Context: an optimization exercise on an open-source flow, tuned for small area, a short achievable clock period and few clock cycles per item. The choices shown serve that exercise and are no tape-out recipe.
In this exercise RTL edits were held to simulation tests only and were not proved equivalent to the original.

===== design/flow/flow/run.sh =====
#!/bin/bash
# The standard layout, with the timing repair asked to leave a setup
# margin so that it also works on paths that already meet the clock
set -euo pipefail
export SETUP_SLACK_MARGIN=11
export SKIP_GATE_CLONING=1
bash standard.sh > standard.log 2>&1

===== design/flow/design.v =====
`default_nettype none
package turbo_llr_pkg;
    typedef logic signed [13-1:0] llr_t;
    typedef logic signed [4-1:0]  ch_sample_t;
    typedef logic [5-1:0]      info_bits_t;
    localparam llr_t NEG_INF = {1'b1, {(13-1){1'b0}}};
    function automatic llr_t llr_sat_add(input llr_t a, input llr_t b);
        logic signed [13:0] wide;
        wide = a + b;
        if (wide[13] != wide[13-1]) begin
            llr_sat_add = wide[13] ? 13'({1'b1, {(13-1){1'b0}}})
                                   : 13'({1'b0, {(13-1){1'b1}}});
        end else begin
            llr_sat_add = 13'(wide[13-1:0]);
        end
    endfunction
    function automatic llr_t llr_sat_sub(input llr_t a, input llr_t b);
        logic signed [13:0] wide;
        wide = a - b;
        if (wide[13] != wide[13-1]) begin
            llr_sat_sub = wide[13] ? 13'({1'b1, {(13-1){1'b0}}})
                                   : 13'({1'b0, {(13-1){1'b1}}});
        end else begin
            llr_sat_sub = 13'(wide[13-1:0]);
        end
    endfunction
    function automatic llr_t llr_max(input llr_t a, input llr_t b);
        llr_max = (b > a) ? b : a;
    endfunction
    function automatic llr_t ch2(input logic [4-1:0] v);
        ch2 = {{(13-4-1){v[4-1]}}, v, 1'b0};
    endfunction
    function automatic llr_t neg_inf_add(input llr_t x);
        neg_inf_add = x[13-1] ? NEG_INF : {1'b1, x[13-2:0]};
    endfunction
endpackage
`default_nettype wire
`default_nettype none
package turbo_fsm_pkg;
    localparam logic [14:0] PERM = {3'd3, 3'd1, 3'd2, 3'd4, 3'd0};
endpackage
`default_nettype wire
`timescale 1ns/10ps
`default_nettype none
module turbo_input_buffer (
    input  wire logic                     clk_p_i,
    input  wire logic                     reset_n_i,
    input  wire logic                     in_valid_i,
    input  wire logic [4-1:0]   sys_i,
    input  wire logic [4-1:0]   par1_i,
    input  wire logic [4-1:0]   par2_i,
    input  wire logic                     take_i,       
    output logic                          in_ready_o,
    output logic                          stg_full_o,
    output logic [(5 + 2)-1:0][4-1:0] stg_sys_o,
    output logic [(5 + 2)-1:0][4-1:0] stg_par1_o,
    output logic [(5 + 2)-1:0][4-1:0] stg_par2_o,
    output logic [(5 + 2)-1:0][4-1:0] sys_o,
    output logic [(5 + 2)-1:0][4-1:0] par1_o,
    output logic [(5 + 2)-1:0][4-1:0] par2_o
);
    logic [3-1:0] step_q;
    logic                     accept;
    assign accept = in_valid_i && in_ready_o;
    always_ff @(posedge clk_p_i or negedge reset_n_i) begin
        if (!reset_n_i) begin
            step_q     <= '0;
            in_ready_o <= 1'b1;
            stg_full_o <= 1'b0;
        end else begin
            if (accept) begin
                if (step_q == 3'((5 + 2) - 1)) begin
                    step_q     <= '0;
                    stg_full_o <= 1'b1;
                    in_ready_o <= 1'b0;
                end else begin
                    step_q <= step_q + 1'b1;
                end
            end else if (take_i) begin
                stg_full_o <= 1'b0;
                in_ready_o <= 1'b1;
            end
        end
    end
    always_ff @(posedge clk_p_i) begin
        if (accept) begin
            stg_sys_o[step_q]  <= sys_i;
            stg_par1_o[step_q] <= par1_i;
            stg_par2_o[step_q] <= par2_i;
        end
        if (take_i) begin
            sys_o  <= stg_sys_o;
            par1_o <= stg_par1_o;
            par2_o <= stg_par2_o;
        end
    end
endmodule
`default_nettype wire
`timescale 1ns/10ps
`default_nettype none
module acs_fwd (
    input  wire turbo_llr_pkg::llr_t a1_i, a2_i, a3_i,
    input  wire turbo_llr_pkg::llr_t s_i, p_i, sp_i,
    output turbo_llr_pkg::llr_t      a1_o, a2_o, a3_o
);
    turbo_llr_pkg::llr_t d0, d1, d2, d3;
    always_comb begin
        d0 = turbo_llr_pkg::llr_max('0, turbo_llr_pkg::llr_sat_add(a1_i, sp_i));
        d2 = turbo_llr_pkg::llr_max(sp_i, a1_i);
        d3 = turbo_llr_pkg::llr_max(turbo_llr_pkg::llr_sat_add(a2_i, p_i), turbo_llr_pkg::llr_sat_add(a3_i, s_i));
        d1 = turbo_llr_pkg::llr_max(turbo_llr_pkg::llr_sat_add(a2_i, s_i), turbo_llr_pkg::llr_sat_add(a3_i, p_i));
        a1_o = turbo_llr_pkg::llr_sat_sub(d1, d0);
        a2_o = turbo_llr_pkg::llr_sat_sub(d2, d0);
        a3_o = turbo_llr_pkg::llr_sat_sub(d3, d0);
    end
endmodule
module acs_bwd (
    input  wire turbo_llr_pkg::llr_t b1_i, b2_i, b3_i,
    input  wire turbo_llr_pkg::llr_t s_i, p_i, sp_i,
    output turbo_llr_pkg::llr_t      b1_o, b2_o, b3_o,
    output turbo_llr_pkg::llr_t      y01_o, y20_o, y21_o, y30_o, y31_o
);
    turbo_llr_pkg::llr_t d0, d1, d2, d3;
    always_comb begin
        y01_o = turbo_llr_pkg::llr_sat_add(sp_i, b2_i);
        y20_o = turbo_llr_pkg::llr_sat_add(p_i, b3_i);
        y21_o = turbo_llr_pkg::llr_sat_add(s_i, b1_i);
        y30_o = turbo_llr_pkg::llr_sat_add(p_i, b1_i);
        y31_o = turbo_llr_pkg::llr_sat_add(s_i, b3_i);
        d0 = turbo_llr_pkg::llr_max('0, y01_o);
        d1 = turbo_llr_pkg::llr_max(b2_i, sp_i);
        d2 = turbo_llr_pkg::llr_max(y20_o, y21_o);
        d3 = turbo_llr_pkg::llr_max(y30_o, y31_o);
        b1_o = turbo_llr_pkg::llr_sat_sub(d1, d0);
        b2_o = turbo_llr_pkg::llr_sat_sub(d2, d0);
        b3_o = turbo_llr_pkg::llr_sat_sub(d3, d0);
    end
endmodule
module llr_stage1 (
    input  wire turbo_llr_pkg::llr_t a1_i, a2_i, a3_i,
    input  wire turbo_llr_pkg::llr_t sp_i, b2_i,
    input  wire turbo_llr_pkg::llr_t y01_i, y20_i, y21_i, y30_i, y31_i,
    output turbo_llr_pkg::llr_t      m0a_o, m0b_o, m1a_o, m1b_o
);
    always_comb begin
        m0a_o = turbo_llr_pkg::llr_max('0, turbo_llr_pkg::llr_sat_add(a1_i, b2_i));
        m0b_o = turbo_llr_pkg::llr_max(turbo_llr_pkg::llr_sat_add(a2_i, y20_i), turbo_llr_pkg::llr_sat_add(a3_i, y30_i));
        m1a_o = turbo_llr_pkg::llr_max(y01_i, turbo_llr_pkg::llr_sat_add(a1_i, sp_i));
        m1b_o = turbo_llr_pkg::llr_max(turbo_llr_pkg::llr_sat_add(a2_i, y21_i), turbo_llr_pkg::llr_sat_add(a3_i, y31_i));
    end
endmodule
module siso_maxlog (
    input  wire logic                      clk_p_i,
    input  wire logic                      s0_i,       
    input  wire logic                      newblk_i,   
    input  wire logic [6:1]                cyc_i,      
    input  wire logic                      dec_i,      
    input  wire logic                      first_i,    
    input  wire logic [(5 + 2)-1:0][4-1:0] stg_sys_i,
    input  wire logic [(5 + 2)-1:0][4-1:0] stg_par1_i,
    input  wire logic [(5 + 2)-1:0][4-1:0] sys_i,
    input  wire logic [(5 + 2)-1:0][4-1:0] par1_i,
    input  wire logic [(5 + 2)-1:0][4-1:0] par2_i,
    output logic                           hard_b_o,   
    output logic                           hard_f_o    
);
    localparam logic [14:0] PERM = turbo_fsm_pkg::PERM;
    typedef logic signed [13:0] k_t;
    k_t ext_q [5];
    turbo_llr_pkg::llr_t bg_s_q, bg_sp_q, fg_s_q, fg_sp_q;
    logic [4-1:0] bg_p_q, fg_p_q;
    turbo_llr_pkg::llr_t bg_p, fg_p;
    turbo_llr_pkg::llr_t a1_q, a2_q, a3_q;           
    turbo_llr_pkg::llr_t a1s1_q, a1s2_q, a1s3_q;     
    turbo_llr_pkg::llr_t b1_q, b2_q, b3_q;           
    turbo_llr_pkg::llr_t b4s1_q, b4s2_q, b4s3_q;     
    turbo_llr_pkg::llr_t mb0a_q, mb0b_q, mb1a_q, mb1b_q;
    turbo_llr_pkg::llr_t mf0a_q, mf0b_q, mf1a_q, mf1b_q;
    function automatic logic [3:0] sys_of(input int k, input logic d);
        sys_of = d ? sys_i[PERM[3*k +: 3]] : sys_i[k];
    endfunction
    function automatic k_t k_of(input int k, input logic d, input logic f);
        k_of = f ? k_t'(turbo_llr_pkg::ch2(sys_of(k, d))) : (d ? ext_q[PERM[3*k +: 3]] : ext_q[k]);
    endfunction
    function automatic turbo_llr_pkg::llr_t s_of(input k_t k);
        if (k[13] != k[13-1])
            s_of = k[13] ? turbo_llr_pkg::NEG_INF : ~turbo_llr_pkg::NEG_INF;
        else
            s_of = k[13-1:0];
    endfunction
    function automatic logic [3:0] par_of(input int k, input logic d);
        par_of = d ? par2_i[k] : par1_i[k];
    endfunction
    k_t bg_apr, fg_apr, g0_apr;
    logic [3:0] bg_sys, bg_par, fg_sys, fg_par;
    turbo_llr_pkg::llr_t bg_s, bg_sp, fg_s, fg_sp, stg_s, stg_sp;
    logic newb;
    assign newb = s0_i || newblk_i;
    always_comb begin
        bg_apr = '0; bg_sys = '0; bg_par = '0;
        if (cyc_i[6]) begin
            bg_apr = k_of(4, ~dec_i, 1'b0); bg_sys = sys_of(4, ~dec_i); bg_par = par_of(4, ~dec_i);
        end else if (cyc_i[1]) begin
            bg_apr = k_of(3, dec_i, first_i); bg_sys = sys_of(3, dec_i); bg_par = par_of(3, dec_i);
        end else if (cyc_i[2]) begin
            bg_apr = k_of(2, dec_i, first_i); bg_sys = sys_of(2, dec_i); bg_par = par_of(2, dec_i);
        end else if (cyc_i[3]) begin
            bg_apr = k_of(1, dec_i, first_i); bg_sys = sys_of(1, dec_i); bg_par = par_of(1, dec_i);
        end else begin
            bg_apr = k_of(0, dec_i, first_i); bg_sys = sys_of(0, dec_i); bg_par = par_of(0, dec_i);
        end
        if (cyc_i[1]) begin
            fg_apr = k_of(1, dec_i, first_i); fg_sys = sys_of(1, dec_i); fg_par = par_of(1, dec_i);
        end else if (cyc_i[2]) begin
            fg_apr = k_of(2, dec_i, first_i); fg_sys = sys_of(2, dec_i); fg_par = par_of(2, dec_i);
        end else if (cyc_i[3]) begin
            fg_apr = k_of(3, dec_i, first_i); fg_sys = sys_of(3, dec_i); fg_par = par_of(3, dec_i);
        end else begin
            fg_apr = k_of(4, dec_i, first_i); fg_sys = sys_of(4, dec_i); fg_par = par_of(4, dec_i);
        end
        g0_apr = k_of(0, dec_i, first_i);
        bg_s  = s_of(bg_apr);
        bg_sp = turbo_llr_pkg::llr_sat_add(bg_s, turbo_llr_pkg::ch2(bg_par));
        stg_s  = turbo_llr_pkg::ch2(stg_sys_i[4]);
        stg_sp = stg_s + turbo_llr_pkg::ch2(stg_par1_i[4]);
        fg_s  = s_of(fg_apr);
        fg_sp = turbo_llr_pkg::llr_sat_add(fg_s, turbo_llr_pkg::ch2(fg_par));
    end
    assign bg_p = turbo_llr_pkg::ch2(bg_p_q);
    assign fg_p = turbo_llr_pkg::ch2(fg_p_q);
    turbo_llr_pkg::llr_t g0_s, g0_p, g0_sp, g0_a13;
    always_comb begin
        g0_s   = s_of(g0_apr);
        g0_p   = turbo_llr_pkg::ch2(par_of(0, dec_i));
        g0_sp  = turbo_llr_pkg::llr_sat_add(g0_s, g0_p);
        g0_a13 = turbo_llr_pkg::neg_inf_add(turbo_llr_pkg::llr_max(g0_s, g0_p));
    end
    function automatic logic [38:0] beta5(input logic [3:0] s5, s6, p5, p6, q5, q6, input logic d);
        turbo_llr_pkg::llr_t x1, x2, x3;
        if (d) begin
            x1 = turbo_llr_pkg::ch2(q5);
            x2 = turbo_llr_pkg::ch2(q6);
            x3 = turbo_llr_pkg::ch2(q5) + turbo_llr_pkg::ch2(q6);
        end else begin
            x1 = turbo_llr_pkg::ch2(s5) + turbo_llr_pkg::ch2(p5);
            x2 = turbo_llr_pkg::ch2(s5) + turbo_llr_pkg::ch2(s6) + turbo_llr_pkg::ch2(p6);
            x3 = turbo_llr_pkg::ch2(p5) + turbo_llr_pkg::ch2(s6) + turbo_llr_pkg::ch2(p6);
        end
        beta5 = {x3, x2, x1};
    endfunction
    logic [38:0] b5_cur, b5_nxt, b5_stg;
    assign b5_cur = beta5(sys_i[5], sys_i[6], par1_i[5], par1_i[6], par2_i[5], par2_i[6], dec_i);
    assign b5_nxt = beta5(sys_i[5], sys_i[6], par1_i[5], par1_i[6], par2_i[5], par2_i[6], ~dec_i);
    assign b5_stg = beta5(stg_sys_i[5], stg_sys_i[6], stg_par1_i[5], stg_par1_i[6], 4'd0, 4'd0, 1'b0);
    turbo_llr_pkg::llr_t bb1, bb2, bb3, bn1, bn2, bn3, by01, by20, by21, by30, by31;
    assign bb1 = b1_q;
    assign bb2 = b2_q;
    assign bb3 = b3_q;
    acs_bwd bwd_i (
        .b1_i(bb1), .b2_i(bb2), .b3_i(bb3), .s_i(bg_s_q), .p_i(bg_p), .sp_i(bg_sp_q),
        .b1_o(bn1), .b2_o(bn2), .b3_o(bn3),
        .y01_o(by01), .y20_o(by20), .y21_o(by21), .y30_o(by30), .y31_o(by31)
    );
    turbo_llr_pkg::llr_t la1, la2, la3, mb0a, mb0b, mb1a, mb1b;
    always_comb begin
        if (cyc_i[3]) begin
            la1 = a1_q; la2 = a2_q; la3 = a3_q;
        end else if (cyc_i[4]) begin
            la1 = a1s1_q; la2 = a1s2_q; la3 = a1s3_q;
        end else begin
            la1 = turbo_llr_pkg::NEG_INF; la2 = turbo_llr_pkg::NEG_INF; la3 = turbo_llr_pkg::NEG_INF;
        end
    end
    llr_stage1 llrb_i (
        .a1_i(la1), .a2_i(la2), .a3_i(la3), .sp_i(bg_sp_q), .b2_i(bb2),
        .y01_i(by01), .y20_i(by20), .y21_i(by21), .y30_i(by30), .y31_i(by31),
        .m0a_o(mb0a), .m0b_o(mb0b), .m1a_o(mb1a), .m1b_o(mb1b)
    );
    turbo_llr_pkg::llr_t fn1, fn2, fn3;
    acs_fwd fwd_i (
        .a1_i(a1_q), .a2_i(a2_q), .a3_i(a3_q), .s_i(fg_s_q), .p_i(fg_p), .sp_i(fg_sp_q),
        .a1_o(fn1), .a2_o(fn2), .a3_o(fn3)
    );
    turbo_llr_pkg::llr_t fb1, fb2, fb3, fy01, fy20, fy21, fy30, fy31, mf0a, mf0b, mf1a, mf1b;
    turbo_llr_pkg::llr_t unused1, unused2, unused3;
    assign fb1 = b4s1_q;
    assign fb2 = b4s2_q;
    assign fb3 = b4s3_q;
    acs_bwd fsum_i (
        .b1_i(fb1), .b2_i(fb2), .b3_i(fb3), .s_i(fg_s_q), .p_i(fg_p), .sp_i(fg_sp_q),
        .b1_o(unused1), .b2_o(unused2), .b3_o(unused3),
        .y01_o(fy01), .y20_o(fy20), .y21_o(fy21), .y30_o(fy30), .y31_o(fy31)
    );
    llr_stage1 llrf_i (
        .a1_i(a1_q), .a2_i(a2_q), .a3_i(a3_q), .sp_i(fg_sp_q), .b2_i(fb2),
        .y01_i(fy01), .y20_i(fy20), .y21_i(fy21), .y30_i(fy30), .y31_i(fy31),
        .m0a_o(mf0a), .m0b_o(mf0b), .m1a_o(mf1a), .m1b_o(mf1b)
    );
    int kb, kf;
    k_t apr_b, apr_f, ext_b, ext_f;
    logic [3:0] sys_b, sys_f;
    always_comb begin
        kb = cyc_i[4] ? 2 : (cyc_i[5] ? 1 : 0);
        kf = cyc_i[5] ? 3 : 4;
        apr_b = k_of(kb, dec_i, first_i);
        sys_b = sys_of(kb, dec_i);
        apr_f = k_of(kf, dec_i, first_i);
        sys_f = sys_of(kf, dec_i);
    end
    extrinsic_unit extb_i (
        .m0a_i(mb0a_q), .m0b_i(mb0b_q), .m1a_i(mb1a_q), .m1b_i(mb1b_q),
        .k_i(apr_b), .sys_i(sys_b), .k_o(ext_b), .hard_o(hard_b_o)
    );
    extrinsic_unit extf_i (
        .m0a_i(mf0a_q), .m0b_i(mf0b_q), .m1a_i(mf1a_q), .m1b_i(mf1b_q),
        .k_i(apr_f), .sys_i(sys_f), .k_o(ext_f), .hard_o(hard_f_o)
    );
    always_ff @(posedge clk_p_i) begin
        if (newb) begin
            bg_s_q  <= stg_s;
            bg_sp_q <= stg_sp;
            bg_p_q  <= stg_par1_i[4];
        end else begin
            bg_s_q  <= bg_s;
            bg_sp_q <= bg_sp;
            bg_p_q  <= bg_par;
        end
        fg_s_q  <= fg_s;
        fg_sp_q <= fg_sp;
        fg_p_q  <= fg_par;
        if (cyc_i[1]) begin
            a1_q <= g0_a13; a2_q <= g0_sp; a3_q <= g0_a13;
        end else begin
            a1_q <= fn1; a2_q <= fn2; a3_q <= fn3;
        end
        if (cyc_i[2]) begin
            a1s1_q <= a1_q; a1s2_q <= a2_q; a1s3_q <= a3_q;
        end
        if (newb) begin
            {b3_q, b2_q, b1_q} <= b5_stg;
        end else if (cyc_i[6]) begin
            {b3_q, b2_q, b1_q} <= b5_nxt;
        end else begin
            b1_q <= bn1; b2_q <= bn2; b3_q <= bn3;
        end
        if (cyc_i[1]) begin
            b4s1_q <= bn1; b4s2_q <= bn2; b4s3_q <= bn3;
        end else if (cyc_i[4]) begin
            {b4s3_q, b4s2_q, b4s1_q} <= b5_cur;
        end
        mb0a_q <= mb0a; mb0b_q <= mb0b; mb1a_q <= mb1a; mb1b_q <= mb1b;
        mf0a_q <= mf0a; mf0b_q <= mf0b; mf1a_q <= mf1a; mf1b_q <= mf1b;
        if (cyc_i[4]) ext_q[dec_i ? PERM[3*2 +: 3] : 3'd2] <= ext_b;
        if (cyc_i[5]) begin
            ext_q[dec_i ? PERM[3*1 +: 3] : 3'd1] <= ext_b;
            ext_q[dec_i ? PERM[3*3 +: 3] : 3'd3] <= ext_f;
        end
        if (cyc_i[6]) begin
            ext_q[dec_i ? PERM[3*0 +: 3] : 3'd0] <= ext_b;
            ext_q[dec_i ? PERM[3*4 +: 3] : 3'd4] <= ext_f;
        end
    end
endmodule
`default_nettype wire
`timescale 1ns/10ps
`default_nettype none
module extrinsic_unit (
    input  wire turbo_llr_pkg::llr_t m0a_i,    
    input  wire turbo_llr_pkg::llr_t m0b_i,
    input  wire turbo_llr_pkg::llr_t m1a_i,    
    input  wire turbo_llr_pkg::llr_t m1b_i,
    input  wire logic signed [13:0] k_i,    
    input  wire logic [4-1:0] sys_i,
    output logic signed [13:0] k_o,         
    output logic                     hard_o
);
    localparam int W = 13;
    localparam logic signed [W+1:0] HI = (1 <<< (W - 1)) - 1;
    localparam logic signed [W+1:0] LO = -(1 <<< (W - 1));
    turbo_llr_pkg::llr_t    app, c;
    logic signed [W+1:0]    w, u, t, chi, clo, khi, klo;
    turbo_llr_pkg::llr_t    best0, best1;
    always_comb begin
        best0 = turbo_llr_pkg::llr_max(m0a_i, m0b_i);
        best1 = turbo_llr_pkg::llr_max(m1a_i, m1b_i);
        app   = turbo_llr_pkg::llr_sat_sub(best1, best0);
        hard_o = (best1 >= best0);
    end
    always_comb begin
        c   = turbo_llr_pkg::ch2(sys_i);
        w   = (W+2)'(c) - (W+2)'(k_i);
        u   = (W+2)'(app) + w;
        t   = (W+2)'(app) - (W+2)'(k_i);
        chi = HI + (W+2)'(c);
        clo = LO + (W+2)'(c);
        khi = (c >= 0) ? HI : chi;
        klo = (c > 0) ? clo : LO;
        if (u > HI) k_o = (W+1)'(khi);
        else if (u < LO) k_o = (W+1)'(klo);
        else if (t > HI) k_o = (W+1)'(chi);
        else if (t < LO) k_o = (W+1)'(clo);
        else k_o = (W+1)'(u);
    end
endmodule
`default_nettype wire
`timescale 1ns/10ps
`default_nettype none
module turbo_ctrl (
    input  wire logic                      clk_p_i,
    input  wire logic                      reset_n_i,
    input  wire logic                      stg_full_i,
    input  wire logic                      hard_b_i,
    input  wire logic                      hard_f_i,
    output logic                           take_o,     
    output logic                           s0_o,       
    output logic                           newblk_o,   
    output logic [6:1]                     cyc_o,
    output logic                           dec_o,
    output logic                           first_o,
    output turbo_llr_pkg::info_bits_t      dec_bits_o,
    output logic                           done_o
);
    localparam logic [14:0] PERM = turbo_fsm_pkg::PERM;
    logic                       run_q;
    logic [4-1:0]   iter_q;
    turbo_llr_pkg::info_bits_t  hard1_q;
    turbo_llr_pkg::info_bits_t  hard2_q;
    turbo_llr_pkg::info_bits_t  hard2_nat;
    logic                       stop;
    assign s0_o     = !run_q && stg_full_i;
    assign newblk_o = run_q && cyc_o[6] && dec_o && stop && stg_full_i;
    assign take_o   = s0_o || newblk_o;
    always_comb begin
        hard2_nat = hard2_q;
        hard2_nat[PERM[3*0 +: 3]] = hard_b_i;
        hard2_nat[PERM[3*4 +: 3]] = hard_f_i;
        stop = (hard2_nat == hard1_q) || (iter_q == 4'(10 - 1));
    end
    always_ff @(posedge clk_p_i or negedge reset_n_i) begin
        if (!reset_n_i) begin
            run_q      <= 1'b0;
            cyc_o      <= '0;
            dec_o      <= 1'b0;
            first_o    <= 1'b0;
            iter_q     <= '0;
            done_o     <= 1'b0;
            dec_bits_o <= '0;
        end else begin
            done_o <= 1'b0;
            if (run_q && cyc_o[6] && dec_o && stop) begin
                done_o     <= 1'b1;
                dec_bits_o <= hard2_nat;
            end
            if (take_o) begin
                run_q   <= 1'b1;
                cyc_o   <= 6'b000001;
                dec_o   <= 1'b0;
                first_o <= 1'b1;
                iter_q  <= '0;
            end else if (run_q) begin
                if (!cyc_o[6]) begin
                    cyc_o <= {cyc_o[5:1], 1'b0};
                end else if (!dec_o) begin
                    cyc_o   <= 6'b000001;
                    dec_o   <= 1'b1;
                    first_o <= 1'b0;
                end else if (stop) begin
                    run_q      <= 1'b0;
                    cyc_o      <= '0;
                end else begin
                    cyc_o  <= 6'b000001;
                    dec_o  <= 1'b0;
                    iter_q <= iter_q + 1'b1;
                end
            end
        end
    end
    always_ff @(posedge clk_p_i) begin
        if (!dec_o) begin
            if (cyc_o[4]) hard1_q[2] <= hard_b_i;
            if (cyc_o[5]) begin hard1_q[1] <= hard_b_i; hard1_q[3] <= hard_f_i; end
            if (cyc_o[6]) begin hard1_q[0] <= hard_b_i; hard1_q[4] <= hard_f_i; end
        end else begin
            if (cyc_o[4]) hard2_q[PERM[3*2 +: 3]] <= hard_b_i;
            if (cyc_o[5]) begin
                hard2_q[PERM[3*1 +: 3]] <= hard_b_i;
                hard2_q[PERM[3*3 +: 3]] <= hard_f_i;
            end
        end
    end
endmodule
`default_nettype wire
`timescale 1ns/10ps
`default_nettype none
module turbo_dec_top (
    input  wire logic                      clk_p_i,
    input  wire logic                      reset_n_i,
    input  wire logic                      in_valid_i,
    input  wire turbo_llr_pkg::ch_sample_t sys_i,
    input  wire turbo_llr_pkg::ch_sample_t par1_i,
    input  wire turbo_llr_pkg::ch_sample_t par2_i,
    output logic                           in_ready_o,
    output turbo_llr_pkg::info_bits_t      dec_bits_o,
    output logic                           done_o
);
    logic                      take, s0, newblk;
    logic                      stg_full;
    logic [6:1]                cyc;
    logic                      dec;
    logic                      first;
    logic                      hard_b, hard_f;
    logic [(5 + 2)-1:0][4-1:0]  stg_sys, stg_par1, stg_par2;
    logic [(5 + 2)-1:0][4-1:0]  sys_blk, par1_blk, par2_blk;
    turbo_input_buffer buffer_i (
        .clk_p_i(clk_p_i), .reset_n_i(reset_n_i), .in_valid_i(in_valid_i),
        .sys_i(sys_i), .par1_i(par1_i), .par2_i(par2_i), .take_i(take),
        .in_ready_o(in_ready_o), .stg_full_o(stg_full),
        .stg_sys_o(stg_sys), .stg_par1_o(stg_par1), .stg_par2_o(stg_par2),
        .sys_o(sys_blk), .par1_o(par1_blk), .par2_o(par2_blk)
    );
    turbo_ctrl ctrl_i (
        .clk_p_i(clk_p_i), .reset_n_i(reset_n_i), .stg_full_i(stg_full),
        .hard_b_i(hard_b), .hard_f_i(hard_f),
        .take_o(take), .s0_o(s0), .newblk_o(newblk), .cyc_o(cyc), .dec_o(dec), .first_o(first),
        .dec_bits_o(dec_bits_o), .done_o(done_o)
    );
    siso_maxlog siso_i (
        .clk_p_i(clk_p_i), .s0_i(s0), .newblk_i(newblk), .cyc_i(cyc), .dec_i(dec), .first_i(first),
        .stg_sys_i(stg_sys), .stg_par1_i(stg_par1),
        .sys_i(sys_blk), .par1_i(par1_blk), .par2_i(par2_blk),
        .hard_b_o(hard_b), .hard_f_o(hard_f)
    );
endmodule
`default_nettype wire

===== design/flow/standard.sh =====
#!/bin/bash
# synth_recipe.tcl (not shown) runs the flow's synth.tcl, then flattens the netlist and writes it again
# the make line also repeats each setting of config.mk as NAME=value (left out here)
make -C /OpenROAD-flow-scripts/flow DESIGN_CONFIG=/design/flow/config.mk WORK_HOME=/design/flow/orfs CLKGATE_MAP_FILE= SYNTH_SCRIPT=/design/flow/synth_recipe.tcl "${@:-finish}"

===== design/flow/config.mk =====
export PLATFORM = sky130hd
export DESIGN_NAME = turbo_dec_top
export DESIGN_NICKNAME = turbo_dec_top
export VERILOG_FILES = /design/flow/design.v
export SDC_FILE = /design/flow/constraint.sdc
export NUM_CORES = 4
export LEC_CHECK = 0
export CAP_MARGIN = 20
export CORE_MARGIN = 2
export CORE_UTILIZATION = 40
export SLEW_MARGIN = 20

===== design/flow/constraint.sdc =====
create_clock -name core_clock -period 20.0 [get_ports {clk_p_i}]
set_input_delay 4.0000 -clock core_clock [delete_from_list [all_inputs] [get_ports {clk_p_i}]]
set_output_delay 4.0000 -clock core_clock [all_outputs]
set_load 0.01 [all_outputs]

==> results of run 1 <==
worst min path at each step:
stage               cells after the start                   to                    start  slack (ns)
finish                                  0   buffer_i.par1_o[1]   buffer_i.stg_par1_o[1]        0.44
floorplan                               0   buffer_i.par1_o[0]   buffer_i.stg_par1_o[0]        0.43
CTS                                     0   buffer_i.par1_o[1]   buffer_i.stg_par1_o[1]        0.44
global route                            0   buffer_i.par2_o[8]   buffer_i.stg_par2_o[8]        0.45
detailed placement                      0   buffer_i.par1_o[1]   buffer_i.stg_par1_o[1]        0.43
global placement                        0  buffer_i.par2_o[17]  buffer_i.stg_par2_o[17]        0.43
timing repair:
item                                   CTS  global route
setup endpoints to repair              152           195
buffers inserted                        29            64
pin swaps                               13            53
endpoints found under the hold margin    0             0
gates resized for setup                 76           191
gates cloned                             0             0
routing by layer:
layer  up-vias  wire, um  track usage [%]
li1      25594         -                -
met1     25930     94600             37.1
met2      1863     93400             42.2
met3       377     14700             3.53
met4         0     10900             12.2
met5         -         0                0
cell usage in the layout (no fill, tap or decap), types with 34 or more instances in the layout:
master | netlist | routed
buf_4 | 2 | 145
a22o_1 | 75 | 75
o21ai_0 | 555 | 519
a31oi_1 | 73 | 64
nand4_1 | 48 | 48
or2_2 | 67 | 67
mux2i_1 | 149 | 142
nand2b_1 | 93 | 93
nor2b_1 | 130 | 124
nor3_1 | 111 | 108
o21a_1 | 141 | 140
or3_1 | 38 | 38
clkbuf_16 | 0 | 74
a211oi_1 | 63 | 58
nor2_1 | 493 | 486
xnor2_1 | 253 | 251
dfxtp_1 | 242 | 234
a21oi_2 | 3 | 34
o21bai_1 | 73 | 71
xor2_1 | 158 | 152
a21o_1 | 183 | 182
nand2_1 | 536 | 528
o22ai_1 | 40 | 38
o21ai_1 | 27 | 51
inv_1 | 537 | 534
a21oi_1 | 525 | 492
nand3_1 | 122 | 122
fa_1 | 91 | 87
ha_1 | 851 | 830
and2_1 | 46 | 43
o211ai_1 | 63 | 63
a22oi_1 | 56 | 44
mux2_2 | 122 | 121
edfxtp_1 | 324 | 324
sequential cells by signal, summed over array words and instances, names as in the netlist, 28 cells and up:
register             flops
siso_i.ext_q            70
buffer_i.stg_par1_o     28
buffer_i.par2_o         28
buffer_i.par1_o         28
buffer_i.sys_o          28
buffer_i.stg_sys_o      28
buffer_i.stg_par2_o     28
through the flow:
step / instance area [um2] / util, % / setup slack, ns / instances
floorplan: 60600 / - / 11.27 / 7044
global placement: 62900 / 41.9 / 8.97 / 8898
detailed placement: 62900 / 41.9 / 8.74 / 8898
CTS: 66100 / 44.0 / 10.96 / 9059
global route: 67400 / 44.9 / 10.93 / 9123
finish: 67400 / 44.9 / 11.33 / 9126
logic make-up (layout without fill, tap and decap cells):
family          Yosys count  count (layout)
xor+xnor                413             413
other cells               2              11
buf+inv                 798             861
simple gates           1791            1791
flops                   590             590
fa+ha+maj               964             964
mux                     287             287
compound gates         2193            2193
synthesized netlist by cell type, types with 122 or more instances:
master and count:
nor2_1 493, nand3_1 122, dfxtp_1 242, edfxtp_1 324, o21a_1 141, ha_1 851, mux2_2 122, nor2b_1 130
mux2i_1 149, nand2_1 536, clkbuf_1 170, a21oi_1 525, xor2_1 158, a21o_1 183, xnor2_1 253, inv_1 537
o21ai_0 555
layout make-up:
class / instances / share of cell area (%)
Clock buffer: 92 / 2.97
Tap cell: 2016 / 3.74
Inverter: 546 / 3.05
Multi-Input combinational cell: 5656 / 64.5
Sequential cell: 590 / 22.6
Timing Repair Buffer: 183 / 2.28
Clock inverter: 40 / 0.875
Antenna cell: 3 / 0.0111
==> out/results.ini, run 1 <==
[timing]
finalCritPeriodShare_pct = 43.4
tns_ns = 0
relSlewSlack_pct = 22.4
hold_viol = 0
finClkSkew_ns = 0.0456
fmax_mhz = 115
tightest_slew_ns = 1.16
holdWs_ns = 0.436
grt_setup_unrepaired = true
period_needed_ns = 8.67
slew_violations = 0
setup_viol = 0

[placed_design]
dp_hpwl_um = 169000
port_buffers = 21
gp_congestion = 0.984

[detailed_routing]
ant_nets = 0
vias_per_cell = 5.89
wl_per_cell_um = 23.4
drt-initial-drc-count = 5629
firstDrtPassIters = 7
drt-total-wl_um = 214000
vias = 53764
remaining_drc_errors = 0

[worst_setup_path]
crit_slowest_cell = o21ai_1
crit_top_cell = o21a_1
startpoint_type = flop
regToRegStartpoint = siso_i.bg_s_q[0]
arrival_ns = 9.08
critPathMaxFanout = 15
crit_family = compound AO/OA/AOI/OAI gates
rrSetupSlack_ns = 11.33
critPathLaunch = siso_i.bg_s_q[0]
slowest_delay_ns = 0.52
required_ns = 20.41
r2r_cells = 34
crit_path_end = siso_i.b4s3_q[5]
critPathKind = reg -> reg
worstSetupPathDepth = 34
r2r_end = siso_i.b4s3_q[5]
cp_num_buf_inv = 2
critPathCaptureType = flop

[synth]
synth_area_leader_cell = ha_1
ys_ff_latch = 590
ys_top_cells_by_area = ha_1 18%, edfxtp_1 16%, dfxtp_1 8.0%, o21ai_0 4.6%, a21oi_1 4.3%
synth_edf_count = 324
synthFlopType = edfxtp_1
synth_compound_area_share_pct = 23.6
muxShareOfSynthArea_pct = 5.27
synth_top_family_by_area = compound AO/OA/AOI/OAI gates
synth.top_cell.area_share_pct = 17.6
synthSimpleGateAreaFrac_pct = 14.0
async_reset_ff_share_pct = 4.07
avgSynthCellArea_um2 = 8.61
synth-seq-area-share_pct = 25.0
yosysWarnings = 7
synthAdderAreaFrac_pct = 20.9
syn_inst = 7038
synth_cell_types = 125
netlist_area_mm2 = 0.0606
synth-xor-area-share_pct = 6.00

[min_path]
hold_path.class = reg -> reg

[finish]
finalNetCount = 8006
multi_input_area_mm2 = 0.0435
synthToLayoutAreaGrowth_pct = 11.2
drive_gt1_share_pct = 10.7
fill_cells = 14577
final-seq-area_mm2 = 0.0152

[global_route]
antenna_found_initial = 12
grt_pass1_vias = 50334
grt.total_usage_pct = 27.0
grt_pass1_wl_um = 315000
gr-total-overflow = 0
grt_start_max_net_pins = 88

[floorplanning]
coreArea_mm2 = 0.150
die_h_um = 393
start_util_pct = 40.4
die_area_mm2 = 0.155
placementRows = 142
ioPinCount = 22
die_w_um = 393

[cts]
clk_latency_ns = 0.70
cts_buffer_depth = 3
cts-hold-fix-buffers = 0
cts_tree = yes
numCtsBuffers = 72
cts-root-buf = clkbuf_16
clkSinkCount = 590
ctsHtreeMaxLevel = 3
clkTransAtPathRegs_ns = 0.06

[job]
maxCapViolCount = 0

[outcome]
status = finished clean

Testbench counts, summed over its fixed seeds: cycles 48,036, items 1,920.
==> inputs of run 2 (changes only) <==
--- a/design/flow/config.mk
+++ b/design/flow/config.mk
@@ -7,2 +7,3 @@
 export LEC_CHECK = 0
+export ABC_AREA = 1
 export CAP_MARGIN = 20
==> out/results.ini, run 2 <==
[cts]
clkSinkCount = 590  ; unchanged
ctsHtreeMaxLevel = 3  ; unchanged
cts-root-buf = clkbuf_16  ; unchanged
numCtsBuffers = 71  ; was 72
clkTransAtPathRegs_ns = 0.07  ; was 0.06 ns
cts_tree = yes  ; unchanged
cts_buffer_depth = 3  ; unchanged
cts-hold-fix-buffers = 0  ; unchanged
cts_setup_buffers = 0  ; was 29
clk_latency_ns = 0.68  ; was 0.70 ns

[detailed_routing]
vias_per_cell = 5.58  ; was 5.89
vias = 61896  ; was 53,764
drt-initial-drc-count = 5954  ; was 5,629
drt-total-wl_um = 238000  ; was 214,000 um
firstDrtPassIters = 6  ; was 7
wl_per_cell_um = 21.5  ; was 23.4 um
ant_nets = 0  ; unchanged
remaining_drc_errors = 0  ; unchanged

[global_route]
grt_pass1_wl_um = 355000  ; was 315,000 um
grt.total_usage_pct = 28.8  ; was 27.0%
antenna_found_initial = 11  ; was 12
grt_pass1_vias = 57784  ; was 50,334
gr-total-overflow = 0  ; unchanged
grt_start_max_net_pins = 75  ; was 88

[placed_design]
dp_cells = 10967  ; was 8,898
placed_cell_area_mm2 = 0.0654  ; was 0.0629 mm2
gp_congestion = 1.02  ; was 0.984
dp_hpwl_um = 196000  ; was 169,000 um
port_buffers = 21  ; unchanged

[timing]
slew_violations = 0  ; unchanged
setup_viol = 0  ; unchanged
relSlewSlack_pct = 21.4  ; was 22.4%
period_needed_ns = 8.31  ; was 8.67 ns
finClkSkew_ns = 0.0262  ; was 0.0456 ns
fmax_mhz = 120  ; was 115 MHz
finalCritPeriodShare_pct = 41.6  ; was 43.4%
tightest_slew_ns = 1.17  ; was 1.16 ns
hold_viol = 0  ; unchanged
tns_ns = 0  ; unchanged
grt_setup_unrepaired = false  ; was true

[finish]
finalNetCount = 9939  ; was 8,006
final_cell_mix = 2,183 x nand2_1, 1,186 x inv_1, 850 x ha_1  ; was 830 x ha_1, 534 x inv_1, 528 x nand2_1
largest_reg_flops = 70  ; unchanged
layout_commonest_cell = nand2_1  ; was ha_1
finalNonFillerCells = 11097  ; was 9,126
design_area_mm2 = 0.0679  ; was 0.0674 mm2
drive_gt1_share_pct = 3.98  ; was 10.7%
utilization_pct = 43.4  ; was 44.9%
synthToLayoutAreaGrowth_pct = 7.60  ; was 11.2%

[synth]
yosysWarnings = 7  ; unchanged
netlist_area_mm2 = 0.0631  ; was 0.0606 mm2
yosysMostFrequentCell = nand2_1  ; was ha_1
ys_ff_latch = 590  ; unchanged
synth.top_cell.area_share_pct = 16.9  ; was 17.6%
syn_inst = 9047  ; was 7,038
synth_area_leader_cell = ha_1  ; unchanged
avgSynthCellArea_um2 = 6.97  ; was 8.61 um2
synth_edf_count = 324  ; unchanged
synth-seq-area-share_pct = 24.1  ; was 25.0%
ys_top_cells_by_area = ha_1 17%, edfxtp_1 15%, nand2_1 13%, dfxtp_1 7.7%, inv_1 7.1%  ; was ha_1 18%, edfxtp_1 16%, dfxtp_1 8.0%, o21ai_0 4.6%, a21oi_1 4.3%
synthFlopType = edfxtp_1  ; unchanged
async_reset_ff_share_pct = 4.07  ; unchanged
synth_top_cells_by_count = 2,189 x nand2_1, 1,187 x inv_1, 851 x ha_1  ; was 851 x ha_1, 555 x o21ai_0, 537 x inv_1
synth_cell_types = 69  ; was 125

[floorplanning]
ioPinCount = 22  ; unchanged
start_util_pct = 40.3  ; was 40.4%
die_area_mm2 = 0.161  ; was 0.155 mm2
die_w_um = 401  ; was 393 um
coreArea_mm2 = 0.156  ; was 0.150 mm2
placementRows = 145  ; was 142
die_h_um = 401  ; was 393 um

[outcome]
status = finished clean  ; unchanged

[worst_setup_path]
critPathMaxFanout = 25  ; was 15
arrival_ns = 8.84  ; was 9.08 ns
cp_num_buf_inv = 4  ; was 2
crit_slowest_cell = ha_1  ; was o21ai_1
critPathKind = reg -> reg  ; unchanged
slowest_delay_ns = 0.58  ; was 0.52 ns
startpoint_type = flop  ; unchanged
crit_top_cell = nand2_1  ; was o21a_1
critPathCaptureType = flop  ; unchanged
crit_family = simple AND/OR/NAND/NOR gates  ; was compound AO/OA/AOI/OAI gates
required_ns = 20.53  ; was 20.41 ns

[job]
maxCapViolCount = 0  ; unchanged

[min_path]
hold_path.class = reg -> reg  ; unchanged

run 2: what timing repair did:
| item | in CTS | in global routing |
|---|---|---|
| resized for setup | 0 | 28 |
| hold endpoints to repair | 0 | 0 |
| endpoints found under the setup margin | 0 | 89 |
run 2: cell type report:
type	count	area [um2]
Fill cell	16362	88500
Multi-Input combinational cell	7016	42400
Sequential cell	590	15200
Inverter	1217	4570
Tap cell	2058	2570
Clock buffer	85	1920
Timing Repair Buffer	86	706
Clock inverter	44	484
Antenna cell	1	2.50
run 2: path summary, 6_finish.rpt:
check,startpoint,endpoint,slack (ns),cells past startpoint
setup / recovery,siso_i.mb0a_q[2],siso_i.ext_q[1][5],11.69,43
hold / removal,buffer_i.stg_sys_o[15],buffer_i.sys_o[15],0.44,0
setup reg to reg,siso_i.mb0a_q[2],siso_i.ext_q[1][5],11.69,43
hold reg to reg,buffer_i.stg_sys_o[15],buffer_i.sys_o[15],0.44,0
max in group asynchronous,reset_n_i,ctrl_i.dec_o,15.97,2
min in group asynchronous,reset_n_i,ctrl_i.dec_bits_o[0],3.70,2
run 2: cells by family after synthesis:
logic type | Yosys count | share of synthesized area, %
flip-flops | 590 | 24.1
AO/OA/AOI/OAI | 2115 | 18.5
AND/OR/NAND/NOR | 3572 | 23.5
buffers and inverters | 1447 | 8.84
XOR/XNOR | 371 | 5.15
adder cells (fa/ha/maj) | 942 | 19.8
multiplexers | 8 | 0.127
other | 2 | 0.0119
run 2: per-layer routing:
| layer | share of wire (%) | GRT usage (%) | up-vias | routed length [um] |
|---|---|---|---|---|
| met4 | 4.9 | 12.7 | 0 | 11600 |
| li1 | - | - | 30290 | - |
| met3 | 6.9 | 3.92 | 415 | 16400 |
| met5 | 0 | 0 | - | 0 |
| met2 | 44 | 45.5 | 2206 | 104000 |
| met1 | 44 | 39.0 | 28985 | 106000 |
run 2: metrics by stage:
step                hold WS, ns  worst slack [ns]
global route              0.452             11.01
global placement          0.427             11.56
floorplan                 0.420             13.00
detailed placement        0.427             11.55
finish                    0.436             11.69
CTS                       0.441             11.45
==> inputs of run 3 (changes only) <==
--- a/design/flow/config.mk
+++ b/design/flow/config.mk
@@ -10,3 +10,3 @@
 export CORE_MARGIN = 2
-export CORE_UTILIZATION = 40
+export CORE_UTILIZATION = 55
 export SLEW_MARGIN = 20
==> out/results.ini, run 3 <==
[outcome]
status = finished clean  ; unchanged

[detailed_routing]
vias = 62644  ; was 61,896
drt-initial-drc-count = 7113  ; was 5,954
remaining_drc_errors = 0  ; unchanged
firstDrtPassIters = 6  ; unchanged
drt-total-wl_um = 232000  ; was 238,000 um
wl_per_cell_um = 22.0  ; was 21.5 um
ant_nets = 0  ; unchanged
vias_per_cell = 5.94  ; was 5.58

[timing]
tns_ns = 0  ; unchanged
relSlewSlack_pct = 24.2  ; was 21.4%
fmax_mhz = 120  ; about the same
finClkSkew_ns = 0.0671  ; was 0.0262 ns
finalCritPeriodShare_pct = 41.5  ; was 41.6%
holdWs_ns = 0.443  ; was 0.436 ns
grt_setup_unrepaired = false  ; unchanged
tightest_slew_ns = 1.13  ; was 1.17 ns
period_needed_ns = 8.31  ; about the same
setup_viol = 0  ; unchanged
setup_slack_ns = 11.69  ; about the same
hold_viol = 0  ; unchanged
slew_violations = 0  ; unchanged

[synth]
yosysWarnings = 7  ; unchanged
synthFlopType = edfxtp_1  ; unchanged
avgSynthCellArea_um2 = 6.97  ; unchanged
synth-seq-area-share_pct = 24.1  ; unchanged
synth.top_cell.area_share_pct = 16.9  ; unchanged
ys_ff_latch = 590  ; unchanged
synth_cell_types = 69  ; unchanged
syn_inst = 9047  ; unchanged
ys_top_cells_by_area = ha_1 17%, edfxtp_1 15%, nand2_1 13%, dfxtp_1 7.7%, inv_1 7.1%  ; unchanged
synth_area_leader_cell = ha_1  ; unchanged
synth_edf_count = 324  ; unchanged
yosysMostFrequentCell = nand2_1  ; unchanged
netlist_area_mm2 = 0.0631  ; unchanged
synth_top_cells_by_count = 2,189 x nand2_1, 1,187 x inv_1, 851 x ha_1  ; unchanged
async_reset_ff_share_pct = 4.07  ; unchanged

[floorplanning]
die_area_mm2 = 0.117  ; was 0.161 mm2
placementRows = 124  ; was 145
die_w_um = 343  ; was 401 um
ioPinCount = 22  ; unchanged
die_h_um = 343  ; was 401 um
coreArea_mm2 = 0.114  ; was 0.156 mm2
start_util_pct = 55.3  ; was 40.3%

[finish]
utilization_pct = 58.9  ; was 43.4%
final-seq-area_mm2 = 0.0152  ; unchanged
multi_input_area_mm2 = 0.0424  ; about the same
design_area_mm2 = 0.0671  ; was 0.0679 mm2
layout_commonest_cell = nand2_1  ; unchanged
synthToLayoutAreaGrowth_pct = 6.44  ; was 7.60%
fill_cells = 10940  ; was 16,362
final_cell_mix = 2,185 x nand2_1, 1,186 x inv_1, 851 x ha_1  ; was 2,183 x nand2_1, 1,186 x inv_1, 850 x ha_1
drive_gt1_share_pct = 3.70  ; was 3.98%
finalNetCount = 9926  ; was 9,939
largest_reg_flops = 70  ; unchanged
finalNonFillerCells = 10541  ; was 11,097

[worst_setup_path]
rrSetupSlack_ns = 11.69  ; about the same
crit_slowest_cell = nand2_1  ; was ha_1
slowest_delay_ns = 0.58  ; about the same
startpoint_type = flop  ; unchanged
critPathKind = reg -> reg  ; unchanged
critPathMaxFanout = 26  ; was 25
required_ns = 20.41  ; was 20.53 ns
r2r_end = siso_i.ext_q[2][2]  ; was siso_i.ext_q[1][5]
r2r_cells = 40  ; was 43
critPathCaptureType = flop  ; unchanged
regToRegStartpoint = siso_i.mb1a_q[2]  ; was siso_i.mb0a_q[2]
crit_top_cell = nand2_1  ; unchanged
arrival_ns = 8.72  ; was 8.84 ns

[job]
maxCapViolCount = 0  ; unchanged

[global_route]
antenna_found_initial = 8  ; was 11
gr-total-overflow = 0  ; unchanged
grt_pass1_wl_um = 345000  ; was 355,000 um
grt.total_usage_pct = 38.6  ; was 28.8%
grt_start_max_net_pins = 74  ; was 75
grt_pass1_vias = 57347  ; was 57,784

[cts]
clkTransAtPathRegs_ns = 0.06  ; was 0.07 ns
clkSinkCount = 590  ; unchanged
cts-root-buf = clkbuf_16  ; unchanged
cts_resized = 0  ; unchanged
cts_tree = yes  ; unchanged
cts-hold-fix-buffers = 0  ; unchanged
ctsHtreeMaxLevel = 3  ; unchanged
numCtsBuffers = 71  ; unchanged
clk_latency_ns = 0.71  ; was 0.68 ns
cts_setup_buffers = 0  ; unchanged
cts_buffer_depth = 3  ; unchanged

[placed_design]
pre_cts_ws_ns = 11.79  ; was 11.55 ns
placed_cell_area_mm2 = 0.0646  ; was 0.0654 mm2
gp_congestion = 1.05  ; was 1.02
port_buffers = 21  ; unchanged
dp_hpwl_um = 190000  ; was 196,000 um
dp_cells = 10408  ; was 10,967

[min_path]
worstHoldPathCells = 0  ; unchanged
hold_path.class = reg -> reg  ; unchanged
min_to = buffer_i.par2_o[10]  ; was buffer_i.sys_o[15]
min-delay-start = buffer_i.stg_par2_o[10]  ; was buffer_i.stg_sys_o[15]

## run 3: per-layer routing
metal,global-route usage [%],vias to the layer above,wire length (um)
li1,-,30273,-
met1,52.3,28949,97900
met2,59.1,2830,98400
met3,7.20,588,22200
met4,19.1,4,13600
met5,0,-,24
## run 3: worst max path at each step
stage	slack [ns]	from	endpoint	cells after the start
CTS	11.70	siso_i.mf1b_q[6]	siso_i.ext_q[4][9]	44
detailed placement	11.79	siso_i.mf1b_q[12]	siso_i.ext_q[3][1]	38
global placement	11.89	siso_i.mf1b_q[6]	siso_i.ext_q[4][1]	41
floorplan	13.00	siso_i.b4s1_q[0]	siso_i.mf1b_q[10]	44
finish	11.69	siso_i.mb1a_q[2]	siso_i.ext_q[2][2]	40
global route	11.03	siso_i.b4s1_q[0]	siso_i.mf1b_q[4]	46
## run 3: cell families after synthesis
logic type,synth area share [%]
adder cells (fa/ha/maj),19.8
flip-flops,24.1
AO/OA/AOI/OAI,18.5
other,0.0119
buffers and inverters,8.84
multiplexers,0.127
AND/OR/NAND/NOR,23.5
XOR/XNOR,5.15
## run 3: layout make-up
type	instances	area share, %
Antenna cell	2	0.00746
Clock buffer	89	2.89
Clock inverter	42	0.803
Inverter	1217	6.81
Multi-Input combinational cell	7016	63.2
Sequential cell	590	22.6
Tap cell	1512	2.82
Timing Repair Buffer	73	0.895
## run 3: worst max-delay path, delay by kind of cell (launching register included)
kind | cells | cell delay [ns]
xor+xnor | 1 | 0.15
fa+ha+maj | 6 | 2.36
flops | 1 | 0.31
buf+inv | 5 | 0.50
compound gates | 7 | 1.30
simple gates | 21 | 3.38
==> inputs of run 4 (changes only) <==
--- a/design/flow/flow/run.sh
+++ b/design/flow/flow/run.sh
@@ -4,3 +4,3 @@
 set -euo pipefail
-export SETUP_SLACK_MARGIN=11
+export SETUP_SLACK_MARGIN=11.5
 export SKIP_GATE_CLONING=1
--- a/design/flow/config.mk
+++ b/design/flow/config.mk
@@ -8,5 +8,5 @@
 export ABC_AREA = 1
-export CAP_MARGIN = 20
+export CAP_MARGIN = 0
 export CORE_MARGIN = 2
 export CORE_UTILIZATION = 55
-export SLEW_MARGIN = 20
+export SLEW_MARGIN = 0
==> out/results.ini, run 4 <==
[outcome]
status = finished clean  ; unchanged

[global_route]
grt.total_usage_pct = 38.6  ; about the same
grt_start_max_net_pins = 74  ; unchanged
grt_pass1_vias = 57357  ; was 57,347
grt_pass1_wl_um = 345000  ; about the same
gr-total-overflow = 0  ; unchanged
antenna_found_initial = 9  ; was 8

[synth]
synthAdderAreaFrac_pct = 19.8  ; unchanged
syn_inst = 9047  ; unchanged
synth_top_cells_by_count = 2,189 x nand2_1, 1,187 x inv_1, 851 x ha_1  ; unchanged
netlist_area_mm2 = 0.0631  ; unchanged
ys_top_cells_by_area = ha_1 17%, edfxtp_1 15%, nand2_1 13%, dfxtp_1 7.7%, inv_1 7.1%  ; unchanged
synthSimpleGateAreaFrac_pct = 23.5  ; unchanged
synth_cell_types = 69  ; unchanged
yosysMostFrequentCell = nand2_1  ; unchanged
synth.top_cell.area_share_pct = 16.9  ; unchanged
synth_area_leader_cell = ha_1  ; unchanged
synth-xor-area-share_pct = 5.15  ; unchanged
yosysWarnings = 7  ; unchanged
synth_compound_area_share_pct = 18.5  ; unchanged
synth_edf_count = 324  ; unchanged
synth-seq-area-share_pct = 24.1  ; unchanged
muxShareOfSynthArea_pct = 0.127  ; unchanged
ys_ff_latch = 590  ; unchanged
async_reset_ff_share_pct = 4.07  ; unchanged
synthFlopType = edfxtp_1  ; unchanged
synth_top_family_by_area = simple AND/OR/NAND/NOR gates  ; unchanged
avgSynthCellArea_um2 = 6.97  ; unchanged

[worst_setup_path]
cp_num_buf_inv = 3  ; was 5
crit_top_cell = nand2_1  ; unchanged
critPathMaxFanout = 26  ; unchanged
startpoint_type = flop  ; unchanged
arrival_ns = 8.59  ; was 8.72 ns
required_ns = 20.52  ; was 20.41 ns
critPathKind = reg -> reg  ; unchanged
crit_slowest_cell = edfxtp_1  ; was nand2_1
rrSetupSlack_ns = 11.92  ; was 11.69 ns
crit_family = compound AO/OA/AOI/OAI gates  ; was simple AND/OR/NAND/NOR gates
critPathCaptureType = flop  ; unchanged
slowest_delay_ns = 0.50  ; was 0.58 ns

[cts]
ctsHtreeMaxLevel = 3  ; unchanged
numCtsBuffers = 71  ; unchanged
cts-root-buf = clkbuf_16  ; unchanged
clk_latency_ns = 0.70  ; was 0.71 ns
cts_buffer_depth = 3  ; unchanged
clkTransAtPathRegs_ns = 0.06  ; about the same
cts-hold-fix-buffers = 0  ; unchanged
clkSinkCount = 590  ; unchanged
cts_tree = yes  ; unchanged

[detailed_routing]
vias = 62674  ; was 62,644
drt-initial-drc-count = 7347  ; was 7,113
drt-total-wl_um = 232000  ; about the same
remaining_drc_errors = 0  ; unchanged
wl_met2_um = 99400  ; was 98,400 um
ant_nets = 0  ; unchanged
routedLengthMet1_um = 98300  ; was 97,900 um
vias_per_cell = 5.94  ; about the same
wl_per_cell_um = 22.0  ; about the same
highest_layer = met5  ; unchanged
firstDrtPassIters = 7  ; was 6
wl_met3_um = 21700  ; was 22,200 um

[finish]
layout_commonest_cell = nand2_1  ; unchanged
finalNetCount = 9927  ; was 9,926
drive_gt1_share_pct = 3.79  ; was 3.70%
final-seq-area_mm2 = 0.0152  ; about the same
finalNonFillerCells = 10546  ; was 10,541
synthToLayoutAreaGrowth_pct = 6.61  ; was 6.44%
final_cell_mix = 2,180 x nand2_1, 1,184 x inv_1, 849 x ha_1  ; was 2,185 x nand2_1, 1,186 x inv_1, 851 x ha_1
largest_reg_flops = 70  ; unchanged
utilization_pct = 59.0  ; was 58.9%
fill_cells = 11003  ; was 10,940
multi_input_area_mm2 = 0.0424  ; about the same

[placed_design]
gp_congestion = 1.05  ; unchanged
dp_cells = 10408  ; unchanged
port_buffers = 21  ; unchanged
dp_hpwl_um = 190000  ; about the same

[timing]
finalCritPeriodShare_pct = 40.4  ; was 41.5%
period_needed_ns = 8.08  ; was 8.31 ns
tns_ns = 0  ; unchanged
setup_viol = 0  ; unchanged
hold_viol = 0  ; unchanged
fmax_mhz = 124  ; was 120 MHz
tightest_slew_ns = 1.34  ; was 1.13 ns
holdWs_ns = 0.433  ; was 0.443 ns
relSlewSlack_pct = 10.9  ; was 24.2%
grt_setup_unrepaired = false  ; unchanged
slew_violations = 0  ; unchanged
finClkSkew_ns = 0.0643  ; was 0.0671 ns

[job]
maxCapViolCount = 0  ; unchanged

[floorplanning]
die_h_um = 343  ; unchanged
die_area_mm2 = 0.117  ; unchanged
coreArea_mm2 = 0.114  ; unchanged
die_w_um = 343  ; unchanged
placementRows = 124  ; unchanged
ioPinCount = 22  ; unchanged
start_util_pct = 55.3  ; unchanged

[min_path]
hold_path.class = reg -> reg  ; unchanged

==> run 4: path summary, 6_finish.rpt <==
kind / depth (start not counted) / startpoint / end
max in group asynchronous: 2 / reset_n_i / ctrl_i.dec_o
min in group asynchronous: 2 / reset_n_i / buffer_i.step_q[2]
hold reg to reg: 0 / buffer_i.stg_sys_o[8] / buffer_i.sys_o[8]
setup / recovery: 39 / siso_i.b4s3_q[0] / siso_i.mf1b_q[10]
setup reg to reg: 39 / siso_i.b4s3_q[0] / siso_i.mf1b_q[10]
hold / removal: 0 / buffer_i.stg_sys_o[8] / buffer_i.sys_o[8]
==> run 4: what timing repair did <==
action                                  CTS  global route
buffers inserted                          0             1
endpoints found under the setup margin    0           125
gates resized for setup                   0            29
==> run 4: cell type report <==
type | instances | area share [%]
Antenna cell | 5 | 0.0186
Timing Repair Buffer | 74 | 0.904
Clock inverter | 42 | 0.865
Multi-Input combinational cell | 7016 | 63.1
Inverter | 1217 | 6.81
Tap cell | 1512 | 2.81
Clock buffer | 90 | 2.89
Sequential cell | 590 | 22.6
==> run 4: kinds of logic (layout without fill, tap and decap cells) <==
family | after synthesis | count (layout)
other cells | 2 | 13
buf+inv | 1447 | 1423
mux | 8 | 8
compound gates | 2115 | 2115
flops | 590 | 590
xor+xnor | 371 | 371
fa+ha+maj | 942 | 942
simple gates | 3572 | 3572
==> run 4: per-stage QoR <==
stage / instance area, um2 / setup slack, ns
6_report: 67200 / 11.92
5_1_grt: 67200 / 11.49
4_1_cts: 67100 / 11.73
3_5_place_dp: 64600 / 11.79
3_3_place_gp: 64600 / 11.89
2_1_floorplan: 63100 / 13.00
==> run 4: routing by layer <==
metal	GRT usage [%]	vias up
li1	-	30267
met1	52.9	28972
met2	59.1	2930
met3	6.33	503
met4	18.8	2
met5	0	-
==> inputs of run 5 (changes only) <==
--- a/design/flow/flow/run.sh
+++ b/design/flow/flow/run.sh
@@ -4,3 +4,3 @@
 set -euo pipefail
-export SETUP_SLACK_MARGIN=11.5
+export SETUP_SLACK_MARGIN=13
 export SKIP_GATE_CLONING=1
--- a/design/flow/config.mk
+++ b/design/flow/config.mk
@@ -8,5 +8,5 @@
 export ABC_AREA = 1
-export CAP_MARGIN = 0
+export CAP_MARGIN = 20
 export CORE_MARGIN = 2
-export CORE_UTILIZATION = 55
-export SLEW_MARGIN = 0
+export CORE_UTILIZATION = 40
+export SLEW_MARGIN = 20
==> out/results.ini, run 5 <==
[synth]
synth_top_cells_by_count = 2,189 x nand2_1, 1,187 x inv_1, 851 x ha_1  ; unchanged
synthFlopType = edfxtp_1  ; unchanged
synth.top_cell.area_share_pct = 16.9  ; unchanged
avgSynthCellArea_um2 = 6.97  ; unchanged
yosysWarnings = 7  ; unchanged
ys_ff_latch = 590  ; unchanged
synth_area_leader_cell = ha_1  ; unchanged
synth-seq-area-share_pct = 24.1  ; unchanged
ys_top_cells_by_area = ha_1 17%, edfxtp_1 15%, nand2_1 13%, dfxtp_1 7.7%, inv_1 7.1%  ; unchanged
yosysMostFrequentCell = nand2_1  ; unchanged
syn_inst = 9047  ; unchanged
synth_cell_types = 69  ; unchanged
async_reset_ff_share_pct = 4.07  ; unchanged
synth_edf_count = 324  ; unchanged
netlist_area_mm2 = 0.0631  ; unchanged

[detailed_routing]
vias_per_cell = 5.64  ; was 5.94
remaining_drc_errors = 0  ; unchanged
firstDrtPassIters = 8  ; was 7
wl_per_cell_um = 21.9  ; was 22.0 um
ant_nets = 0  ; unchanged
vias = 64198  ; was 62,674
drt-total-wl_um = 249000  ; was 232,000 um
drt-initial-drc-count = 6185  ; was 7,347

[timing]
finalCritPeriodShare_pct = 34.4  ; was 40.4%
relSlewSlack_pct = 23.3  ; was 10.9%
tns_ns = 0  ; unchanged
finClkSkew_ns = 0.0237  ; was 0.0643 ns
fmax_mhz = 145  ; was 124 MHz
tightest_slew_ns = 1.14  ; was 1.34 ns
slew_violations = 0  ; unchanged
setup_viol = 0  ; unchanged
period_needed_ns = 6.89  ; was 8.08 ns
grt_setup_unrepaired = true  ; was false
hold_viol = 0  ; unchanged

[finish]
layout_commonest_cell = nand2_1  ; unchanged
design_area_mm2 = 0.0750  ; was 0.0672 mm2
finalNonFillerCells = 11390  ; was 10,546
fill_cells = 15673  ; was 11,003
final-seq-area_mm2 = 0.0153  ; was 0.0152 mm2
final_cell_mix = 1,991 x nand2_1, 1,125 x inv_1, 778 x a21oi_1  ; was 2,180 x nand2_1, 1,184 x inv_1, 849 x ha_1
utilization_pct = 48.0  ; was 59.0%
multi_input_area_mm2 = 0.0467  ; was 0.0424 mm2
largest_reg_flops = 70  ; unchanged
finalNetCount = 10230  ; was 9,927
synthToLayoutAreaGrowth_pct = 18.9  ; was 6.61%
drive_gt1_share_pct = 15.1  ; was 3.79%

[cts]
ctsHtreeMaxLevel = 3  ; unchanged
clk_latency_ns = 0.68  ; was 0.70 ns
cts-root-buf = clkbuf_16  ; unchanged
cts_buffer_depth = 3  ; unchanged
clkSinkCount = 590  ; unchanged
numCtsBuffers = 71  ; unchanged
clkTransAtPathRegs_ns = 0.07  ; was 0.06 ns
cts_tree = yes  ; unchanged

[global_route]
gr-total-overflow = 0  ; unchanged
grt.total_usage_pct = 29.2  ; was 38.6%
antenna_found_initial = 11  ; was 9
grt_pass1_vias = 58872  ; was 57,357
grt_start_max_net_pins = 75  ; was 74
grt_pass1_wl_um = 360000  ; was 345,000 um

[outcome]
status = finished clean  ; unchanged

[worst_setup_path]
critPathMaxFanout = 8  ; was 26
crit_top_cell = nand2_2  ; was nand2_1
crit_family = adder cells  ; was compound AO/OA/AOI/OAI gates
crit_slowest_cell = edfxtp_1  ; unchanged
critPathKind = reg -> reg  ; unchanged
arrival_ns = 7.43  ; was 8.59 ns
slowest_delay_ns = 0.39  ; was 0.50 ns
required_ns = 20.54  ; was 20.52 ns
cp_num_buf_inv = 10  ; was 3
startpoint_type = flop  ; unchanged
critPathCaptureType = flop  ; unchanged

[placed_design]
gp_congestion = 1.02  ; was 1.05
dp_hpwl_um = 196000  ; was 190,000 um
dp_cells = 10967  ; was 10,408
port_buffers = 21  ; unchanged
placed_cell_area_mm2 = 0.0654  ; was 0.0646 mm2

[floorplanning]
ioPinCount = 22  ; unchanged
start_util_pct = 40.3  ; was 55.3%
die_h_um = 401  ; was 343 um
die_area_mm2 = 0.161  ; was 0.117 mm2
coreArea_mm2 = 0.156  ; was 0.114 mm2
die_w_um = 401  ; was 343 um
placementRows = 145  ; was 124

[job]
maxCapViolCount = 0  ; unchanged

[min_path]
hold_path.class = reg -> reg  ; unchanged

## run 5: cell counts after synthesis
Identical to the previous run, type by type.
## run 5: cells by family after synthesis
| logic type | count (synthesis) | synth area share [%] |
|---|---|---|
| AO/OA/AOI/OAI | 2115 | 18.5 |
| buffers and inverters | 1447 | 8.84 |
| XOR/XNOR | 371 | 5.15 |
| flip-flops | 590 | 24.1 |
| multiplexers | 8 | 0.127 |
| adder cells (fa/ha/maj) | 942 | 19.8 |
| AND/OR/NAND/NOR | 3572 | 23.5 |
| other | 2 | 0.0119 |
## run 5: area by class of cell
type | count | area share, %
inverter | 1217 | 6.20
clock inverter | 44 | 0.646
antenna | 3 | 0.0100
clock buffer | 85 | 2.57
sequential | 590 | 20.3
timing repair buffer | 377 | 4.54
multi-input combinational | 7016 | 62.3
tap | 2058 | 3.43
## run 5: worst paths after layout
| kind | cells after the start | from | slack, ns | end |
|---|---|---|---|---|
| max | 49 | siso_i.b4s1_q[0] | 13.11 | siso_i.mf1b_q[12] |
| min | 0 | buffer_i.stg_sys_o[15] | 0.44 | buffer_i.sys_o[15] |
| max reg2reg | 49 | siso_i.b4s1_q[0] | 13.11 | siso_i.mf1b_q[12] |
| min reg2reg | 0 | buffer_i.stg_sys_o[15] | 0.44 | buffer_i.sys_o[15] |
| max in group asynchronous | 2 | reset_n_i | 15.96 | ctrl_i.dec_o |
| min in group asynchronous | 2 | reset_n_i | 3.70 | ctrl_i.dec_bits_o[0] |
## run 5: what timing repair did
action                     in CTS  in global routing
gates resized for setup       326                913
hold buffers                    0                  0
gates cloned                    0                  0
buffers inserted               85                206
hold endpoints to repair        0                  0
pin swaps                      55                291
setup endpoints to repair     216                230
## run 5: per-layer routing
layer | vias to the layer above | wire length (um) | share of wire (%) | global-route usage, %
met2 | 2462 | 110000 | 44 | 46.0
met4 | 0 | 14000 | 5.6 | 13.7
met1 | 30298 | 107000 | 43 | 39.3
met3 | 544 | 19000 | 7.6 | 4.13
met5 | - | 0 | 0 | 0
li1 | 30894 | - | - | -
## run 5: through the flow
step / setup slack [ns] / hold slack [ns]
final: 13.11 / 0.440
after global placement: 11.56 / 0.427
after detailed placement: 11.55 / 0.427
after CTS: 13.00 / 0.441
after floorplan: 13.00 / 0.420
after global routing: 12.65 / 0.452

## what the ideal ports hide
The results above use ideal ports. As a check the final layouts listed here were re-extracted and re-timed, cells and wires unchanged. Step 1 sets driving cells, clkbuf_16 on the clock port and buf_2 on the other inputs (assumed; they add their load-dependent delay and slew). Step 2 also shifts input and output timing later by t, the mid clock arrival at the registers, as if the neighbouring blocks saw the same clock. Three values: ideal ports, drivers, drivers and shift; two values: the first two.
run	t, ns	slack for setup (ns)	slew at the worst register clock pin (ns)	cell pins on the clock port's net
run 1	0.746	11.328 / 11.328 / 11.328	0.07 / 0.07	1
run 2	0.746	11.690 / 11.690 / 11.690	0.07 / 0.07	1
run 3	0.758	11.690 / 11.690 / 11.690	0.07 / 0.07	1
run 4	0.748	11.922 / 11.922 / 11.922	0.07 / 0.07	1
run 5	0.742	13.110 / 13.110 / 13.110	0.07 / 0.07	1
After both steps every run listed still meets setup and hold.
